This design comes from an exercise in tuning for a short achievable clock period and few clock cycles on the open sky130 flow, not from production work.
At most, simulation tests tie the RTL to the original design; equivalence was not proved.
No activity file was given, so power comes from the tool's default toggle rates.

==> flow/design.v (excerpt) <==
module riscvTop (
   input  logic                           CLK,
   input  logic                           RSTn,
   output logic                           iMemCsn,
   output logic [riscvPkg::addrWidth-1:0] iMemAddr,   
   input  logic [31:0]                    iMemData,
   output logic                           dMemCsn,
   output logic [riscvPkg::addrWidth-1:0] dMemAddr,   
   output logic [31:0]                    dMemDout,
   input  logic [31:0]                    dMemData,
   output logic                           dMemWen,
   output logic                           rfWe,
   output logic [4:0]                     rfRa1,
   output logic [4:0]                     rfRa2,
   output logic [4:0]                     rfWa,
   input  logic [31:0]                    rfRd1,
   input  logic [31:0]                    rfRd2,
   output logic [31:0]                    rfWd,
   output logic                           halt,
   output logic [31:0]                    numInst
);
Size in the first run: ~3400 cells after synthesis, roughly 270 I/O pins, ~34000 µm² of cells after synthesis.
export LEC_CHECK = 0
export CAP_MARGIN = 20
export CORE_MARGIN = 2
export CORE_UTILIZATION = 40
export SETUP_SLACK_MARGIN = 5
export SLEW_MARGIN = 20
export SYNTH_HIERARCHICAL = 1
export SYNTH_MINIMUM_KEEP_SIZE = 0
export TNS_END_PERCENT = 100
create_clock -name core_clock -period 7.0 [get_ports {CLK}]
run.sh (not shown) runs the stock make flow with config.mk's settings and CLKGATE_MAP_FILE= SYNTH_SCRIPT=/design/flow/synth_recipe.tcl, a recipe that flattens the netlist after the stock synthesis.
Testbench counts at the start, summed over its fixed seeds: cycles 42,309.
Next try:
--- a/flow/design.v
+++ b/flow/design.v
@@ -311,40 +311,22 @@
 endmodule
 module pcMux5 (
    input  logic       sJ,
    input  logic [4:0] tJ,
    input  logic       sB,
    input  logic [4:0] tB,
    input  logic [4:0] other,
    output logic [4:0] y
 );
    assign y = ({5{sJ}} & tJ) | ({5{sB}} & tB) | other;
 endmodule
-module shr32f (
-   input  logic [31:0] x,
-   input  logic [2:0]  n,
-   output logic [31:0] y
-);
-   logic [3:0][31:0] t;
-   assign t[0] = x;
-   for (genvar l = 0; l < 3; l++) begin : lv
-      for (genvar i = 0; i < 32; i++) begin : b
-         if (i + (1 << l) < 32) begin : m
-            mux2Cell u (.s(n[l]), .a0(t[l][i]), .a1(t[l][i + (1 << l)]), .y(t[l+1][i]));
-         end else begin : z
-            andnCell u (.a(t[l][i]), .b(n[l]), .y(t[l+1][i]));
-         end
-      end
-   end
-   assign y = t[3];
-endmodule
 `timescale 1ns/1ps
 `timescale 1ns/1ps
 module riscvTop (
    input  logic                           CLK,
    input  logic                           RSTn,
    output logic                           iMemCsn,
    output logic [riscvPkg::addrWidth-1:0] iMemAddr,   
    input  logic [31:0]                    iMemData,
    output logic                           dMemCsn,
    output logic [riscvPkg::addrWidth-1:0] dMemAddr,   
    output logic [31:0]                    dMemDout,
@@ -615,29 +597,24 @@
    logic        eq;
    assign a = xA;
    assign b = xB;   
    ksAdd32 uAdd (.a(a), .b(b), .ci(xSub), .p(pSum), .cn(cinN), .s(sum));
    assign lt  = pSum[31] ? cinN[31] : a[31];
    zero32 uEq (.x(pSum), .z(eq));
    mux2Cell uMis (.s(eq), .a0(xMisNe), .a1(xMisEq), .y(mis));
    assign resOther = ({32{xXor}} & (a ^ b)) |
                      ({32{xOr}}  & (a | b)) |
                      ({32{xAnd}} & (a & b));
    logic [31:0] sllF, srlF;
-   logic [31:0] aRev, sllRev;
-   for (genvar i = 0; i < 32; i++) begin : rev
-      assign aRev[i] = a[31 - i];
-      assign sllF[i] = sllRev[31 - i];
-   end
-   shr32f uSrl (.x(a), .n(b[2:0]), .y(srlF));
-   shr32f uSll (.x(aRev), .n(b[2:0]), .y(sllRev));
+   assign sllF = a << b[2:0];
+   assign srlF = a >> b[2:0];
    assign resShift = ({32{xSll}} & sllF) | ({32{xSrl}} & srlF);
    logic [31:0] othR;
    assign othR = resOther | resShift | {31'd0, xAdd & sum[0]};
    lateOr32 uRes (.sel({{31{xAdd}}, xSlt}), .late({sum[31:1], lt}), .other(othR), .y(res));
    always_ff @(posedge CLK) begin
       if (RSTn) begin
          mValid <= 1'b0;
          mWe    <= 1'b0;
          mLoad  <= 1'b0;
          mStore <= 1'b0;
          mCsn   <= 1'b1;
The changed run produced a clean layout.
Global-route usage climbs by 2.1 points.
Fmax falls by 3.7%.
Area after synthesis is lower by about 4.5%.
Setup slack got worse by 0.10 ns.
Wire length increases by 4.9%.
Total power came out higher by about 0.75%.
Die area drops by about 4.4%.
First-iteration DRC count came out higher by 24%.
Clock skew fell by 0.011 ns.
Sequential cell count is unchanged.
Testbench counts after the change, summed over its fixed seeds: cycles 42,309.

---

cedar:
Another version of the RTL of riscvTop (not shown whole).
For scale: about 2400 cells after synthesis, ~340 flip-flops, roughly 0.022 mm² of cells after synthesis.
Settings: LEC_CHECK=0, ABC_CLOCK_PERIOD_IN_PS=2500, CAP_MARGIN=20, CORE_MARGIN=2, CORE_UTILIZATION=40, SETUP_SLACK_MARGIN=4, SLEW_MARGIN=20, TNS_END_PERCENT=100; clock period 7.0 ns.
cedar went all the way through the flow, and no timing, DRC or antenna check failed.
Here is what was changed in the inputs of garnet compared with cedar.
-- flow/design.v --
<<< cedar, line 251
   assign b = xB;
   assign bx  = xSub ? ~b : b;
   assign sum = a + bx + {31'd0, xSub};
   assign lt  = (a[31] ^ b[31]) ? a[31] : sum[31];
   assign eq  = (a == b);
>>> garnet, line 251
   assign b = xB;
   assign bx  = xSub ? ~b : b;
   logic [5:0][31:0] gk;
   logic [5:0][31:0] pk;
   assign gk[0] = a & bx;
   assign pk[0] = a ^ bx;
   for (genvar l = 0; l < 5; l++) begin : ks
      for (genvar i = 0; i < 32; i++) begin : kb
         if (i >= (1 << l)) begin : op
            assign gk[l+1][i] = gk[l][i] | (pk[l][i] & gk[l][i - (1 << l)]);
            assign pk[l+1][i] = pk[l][i] & pk[l][i - (1 << l)];
         end else begin : pass
            assign gk[l+1][i] = gk[l][i];
            assign pk[l+1][i] = pk[l][i];
         end
      end
   end
   logic [31:0] cin;
   assign cin[0] = xSub;
   for (genvar i = 1; i < 32; i++) begin : carry
      assign cin[i] = gk[5][i-1] | (pk[5][i-1] & xSub);
   end
   assign sum = pk[0] ^ cin;
   assign lt  = (a[31] ^ b[31]) ? a[31] : sum[31];
   assign eq  = (a == b);
Results
cedar has a higher sequential share of layout area than garnet. NOTE clock buffer instance count of the final layout cedar->garnet decreased by a little under 10%. Compared to cedar, garnet has count of buffer and inverter cells on the critical path 2 higher. Cell area reported after detailed placement: garnet vs cedar — no meaningful difference. Summary of the comparison: average cell area after synthesis is higher in garnet, relative to cedar. garnet ended up with xB[20] as its capturing instance or port of the critical path; cedar ended up with xB[22]. Compared with cedar, garnet shows a data required time at the worst endpoint that is 40 ps lower. Against cedar, remaining max-slew budget at the tightest pin in garnet came out better. garnet vs cedar, clock network fraction of design power went down by 2.3 points. Post-detailed-routing wire length delta for garnet relative to cedar: about 0.35% lower. garnet against cedar; cell total after placement is down by a few percent. When garnet is measured against cedar, its proportion of power drawn by combinational gates turns out 2.5 points higher.
Function was not checked in any run of this note: the RTL went through the layout flow alone.

---

== main ==
RTL: one of the versions met above, not the one the previous note started from.
For scale: ~2400 cells after synthesis, roughly 340 flip-flops, about 270 I/O pins, ~22000 um^2 of cells after synthesis.
Settings: LEC_CHECK=0, ABC_CLOCK_PERIOD_IN_PS=2500, CAP_MARGIN=20, CORE_MARGIN=2, CORE_UTILIZATION=40, SETUP_SLACK_MARGIN=4, SLEW_MARGIN=20, TNS_END_PERCENT=100; clock period 7.0 ns.
standard.sh (not shown) runs the stock make flow with config.mk's settings and CLKGATE_MAP_FILE= SYNTH_SCRIPT=/design/flow/synth_recipe.tcl, a recipe that flattens the netlist after the stock synthesis.
==> flow/flow/run.sh <==
#!/bin/bash
# The standard layout, with the resizer free to change a cell's footprint
# (sky130hd's platform default restricts sizing to same-footprint swaps).
set -euo pipefail
bash standard.sh MATCH_CELL_FOOTPRINT=0 finish > standard.log 2>&1
main completed; timing, DRC and antenna clean
Inputs modified between main and the feature branch:
--- a/flow/design.v
+++ b/flow/design.v
@@ -108,13 +108,13 @@
    logic        dValid;
    logic        xValid, xWe, xLdWe, xLoad, xStore, xBr, xBne, xPred, xHalt;
    logic [4:0]  xRd;
    logic [9:0]  xAlt;
    logic [31:0] xA, xB, xS;
    logic        xSdM;
-   logic        xSub, selAdd, selSll, selSlt, selXor, selSrl, selOr, selAnd;
+   logic        xSub, selSll, selXor, selSrl, selOr, selAnd;
    logic        mValid, mWe, mLoad, mStore, mHalt;
    logic [4:0]  mRd;
    logic [31:0] mRes, mSd;
    logic        wWe;
    logic [4:0]  wRd;
    logic [31:0] wData;
@@ -133,15 +133,16 @@
    logic [31:0] ins;
    logic [6:0]  op;
    logic [4:0]  rs1, rs2, rd;
    logic [2:0]  f3;
    logic        isLui, isJal, isBr, isLd, isSt, isImm, isReg, isSys, isRI;
    logic        useA, useB, useS, writes, stall, goX, mis;
-   logic [31:0] immI, immS, immU, regA, regB, mVal, fwdA, fwdB, opB;
+   logic [31:0] immI, immS, immU, regA, regB, mVal, opB, nxA, nxB, nxS;
    logic        xA1, xB1, mA1, mB1, wA1, wB1;
-   logic [31:0] res;
+   logic [31:0] res, sum, resOther;
+   logic        lt, selAdd, selSlt;
    assign ins   = dIns;
    assign op    = ins[6:0];
    assign rs1   = ins[19:15];
    assign rs2   = ins[24:20];
    assign rd    = ins[11:7];
    assign f3    = ins[14:12];
@@ -169,19 +170,33 @@
    assign mB1  = mWe && mRd == rs2;
    assign wA1  = wWe && wRd == rs1;
    assign wB1  = wWe && wRd == rs2;
    assign mVal = mLoad ? dMemData : mRes;
    assign regA = mA1 ? mVal : wA1 ? wData : rfRd1;
    assign regB = mB1 ? mVal : wB1 ? wData : rfRd2;
-   assign fwdA = xA1 ? res : regA;
-   assign fwdB = xB1 ? res : regB;
+   logic        cSA, cLA, cOA, cSB, cLB, cOB, cSS, cLS, cOS;
+   logic [31:0] othA, othB, othS;
+   assign cSA = useA && xA1 && selAdd;
+   assign cLA = useA && xA1 && selSlt;
+   assign cOA = useA && xA1 && !selAdd && !selSlt;
+   assign othA = cOA ? resOther : (useA && !xA1) ? regA : 32'd0;
+   assign nxA = ({32{cSA}} & sum) | {31'd0, cLA & lt} | othA;
+   assign cSB = useB && xB1 && selAdd;
+   assign cLB = useB && xB1 && selSlt;
+   assign cOB = useB && xB1 && !selAdd && !selSlt;
+   assign othB = cOB ? resOther : useB ? (xB1 ? 32'd0 : regB) : opB;
+   assign nxB = ({32{cSB}} & sum) | {31'd0, cLB & lt} | othB;
+   assign cSS = xB1 && selAdd;
+   assign cLS = xB1 && selSlt;
+   assign cOS = xB1 && !selAdd && !selSlt;
+   assign othS = cOS ? resOther : xB1 ? 32'd0 : regB;
+   assign nxS = ({32{cSS}} & sum) | {31'd0, cLS & lt} | othS;
    assign stall = dValid && xLdWe && ((useA && rs1 == xRd) || (useB && rs2 == xRd));
    assign goX   = dValid && !mis && !stall;
    always_comb begin
-      if (useB)       opB = fwdB;
-      else if (isJal) opB = {20'd0, dPc4, 2'b00};
+      if (isJal)      opB = {20'd0, dPc4, 2'b00};
       else if (isLui) opB = immU;
       else if (isSt)  opB = immS;
       else            opB = immI;
    end
    always_ff @(posedge CLK) begin
       if (RSTn) begin
@@ -229,27 +244,27 @@
          xHalt  <= goX && isSys;
       end
       xRd    <= rd;
       xBne   <= f3[0];
       xPred  <= ins[31];
       xAlt   <= dAlt;
-      xA     <= useA ? fwdA : 32'd0;
-      xB     <= opB;
-      xS     <= fwdB;
+      xA     <= nxA;
+      xB     <= nxB;
+      xS     <= nxS;
       xSdM   <= xLdWe && xRd == rs2;   
       xSub   <= (isReg && f3 == 3'b000 && ins[30]) || (isRI && f3 == 3'b010);
       selAdd <= !isRI || f3 == 3'b000;
       selSll <= isRI && f3 == 3'b001;
       selSlt <= isRI && f3 == 3'b010;
       selXor <= isRI && f3 == 3'b100;
       selSrl <= isRI && f3 == 3'b101;
       selOr  <= isRI && f3 == 3'b110;
       selAnd <= isRI && f3 == 3'b111;
    end
-   logic [31:0] a, b, bx, sum;
-   logic        lt, eq;
+   logic [31:0] a, b, bx;
+   logic        eq;
    assign a = xA;
    assign b = xB;
    assign bx  = xSub ? ~b : b;
    logic [5:0][31:0] gk;
    logic [5:0][31:0] pk;
    assign gk[0] = a & bx;
@@ -271,19 +286,18 @@
       assign cin[i] = gk[5][i-1] | (pk[5][i-1] & xSub);
    end
    assign sum = pk[0] ^ cin;
    assign lt  = (a[31] ^ b[31]) ? a[31] : sum[31];
    assign eq  = (a == b);
    assign mis = xBr && ((eq ^ xBne) != xPred);
-   assign res = ({32{selAdd}} & sum) |
-                ({32{selSll}} & (a << b[4:0])) |
-                {31'd0, selSlt & lt} |
-                ({32{selXor}} & (a ^ b)) |
-                ({32{selSrl}} & (a >> b[4:0])) |
-                ({32{selOr}}  & (a | b)) |
-                ({32{selAnd}} & (a & b));
+   assign resOther = ({32{selSll}} & (a << b[4:0])) |
+                     ({32{selXor}} & (a ^ b)) |
+                     ({32{selSrl}} & (a >> b[4:0])) |
+                     ({32{selOr}}  & (a | b)) |
+                     ({32{selAnd}} & (a & b));
+   assign res = selAdd ? sum : selSlt ? {31'd0, lt} : resOther;
    always_ff @(posedge CLK) begin
       if (RSTn) begin
          mValid <= 1'b0;
          mWe    <= 1'b0;
          mLoad  <= 1'b0;
          mStore <= 1'b0;
==> comparison <==
The relative contribution of sequential cells to total power of the feature branch and that of main are within noise of each other. Going from main to the feature branch, per-cell routed wire length increased 1.4%, antenna diode instance count moved down, required arrival time at the worst endpoint moved down. From main to the feature branch the numbers moved as follows: tap cell count fell by 8, routed via count saw little to no change. Final clock period utilization by the worst path in the feature branch vs main: down 1.7 points. What main reported for count of non-CTS inverters in the layout has to be multiplied by 0.939 to get the figure for the feature branch. Upper clock frequency limit delta (the feature branch − main): favourable. The feature branch has completed all stages; timing, DRC and antenna checks passed. Compared with main, the feature branch shows a first-pass GRT wire length that is about 0.8% higher.
No functional check of the RTL was part of any run of this note.

[afterwards: timing with drivers on the ports]
How much do the figures lean on ideal ports? The routed layouts below were timed once more, with nothing changed but the port constraints. Step 1 sets driving cells, clkbuf_16 on the clock port and buf_2 on the other inputs (assumed; they add their load-dependent delay and slew). Step 2 moves the port delays by t, midway between the first and last clock arrival at a register: inputs arrive t later, outputs are due t later. That takes back most of the time a late clock gives input paths. Slacks: ideal ports / drivers / drivers and shift; pairs: ideal ports / drivers.
run	t (ns)	slack for setup (ns)	worst setup path at the end
the first run of note 1	0.701	4.399 / 4.399 / 3.874	input to register
the second run of note 1	0.740	4.298 / 4.298 / 3.815	input to register
cedar	0.617	3.789 / 3.789 / 3.497	input to register
garnet	0.585	3.695 / 3.695 / 3.458	input to register
main	0.585	3.707 / 3.707 / 3.376	input to register
the feature branch	0.627	3.826 / 3.826 / 3.297	input to register
After both steps every run listed still meets setup and hold. For the feature branch, which loses most, drivers alone change the setup slack by 0.000 ns; drivers and shift together by -0.529 ns.
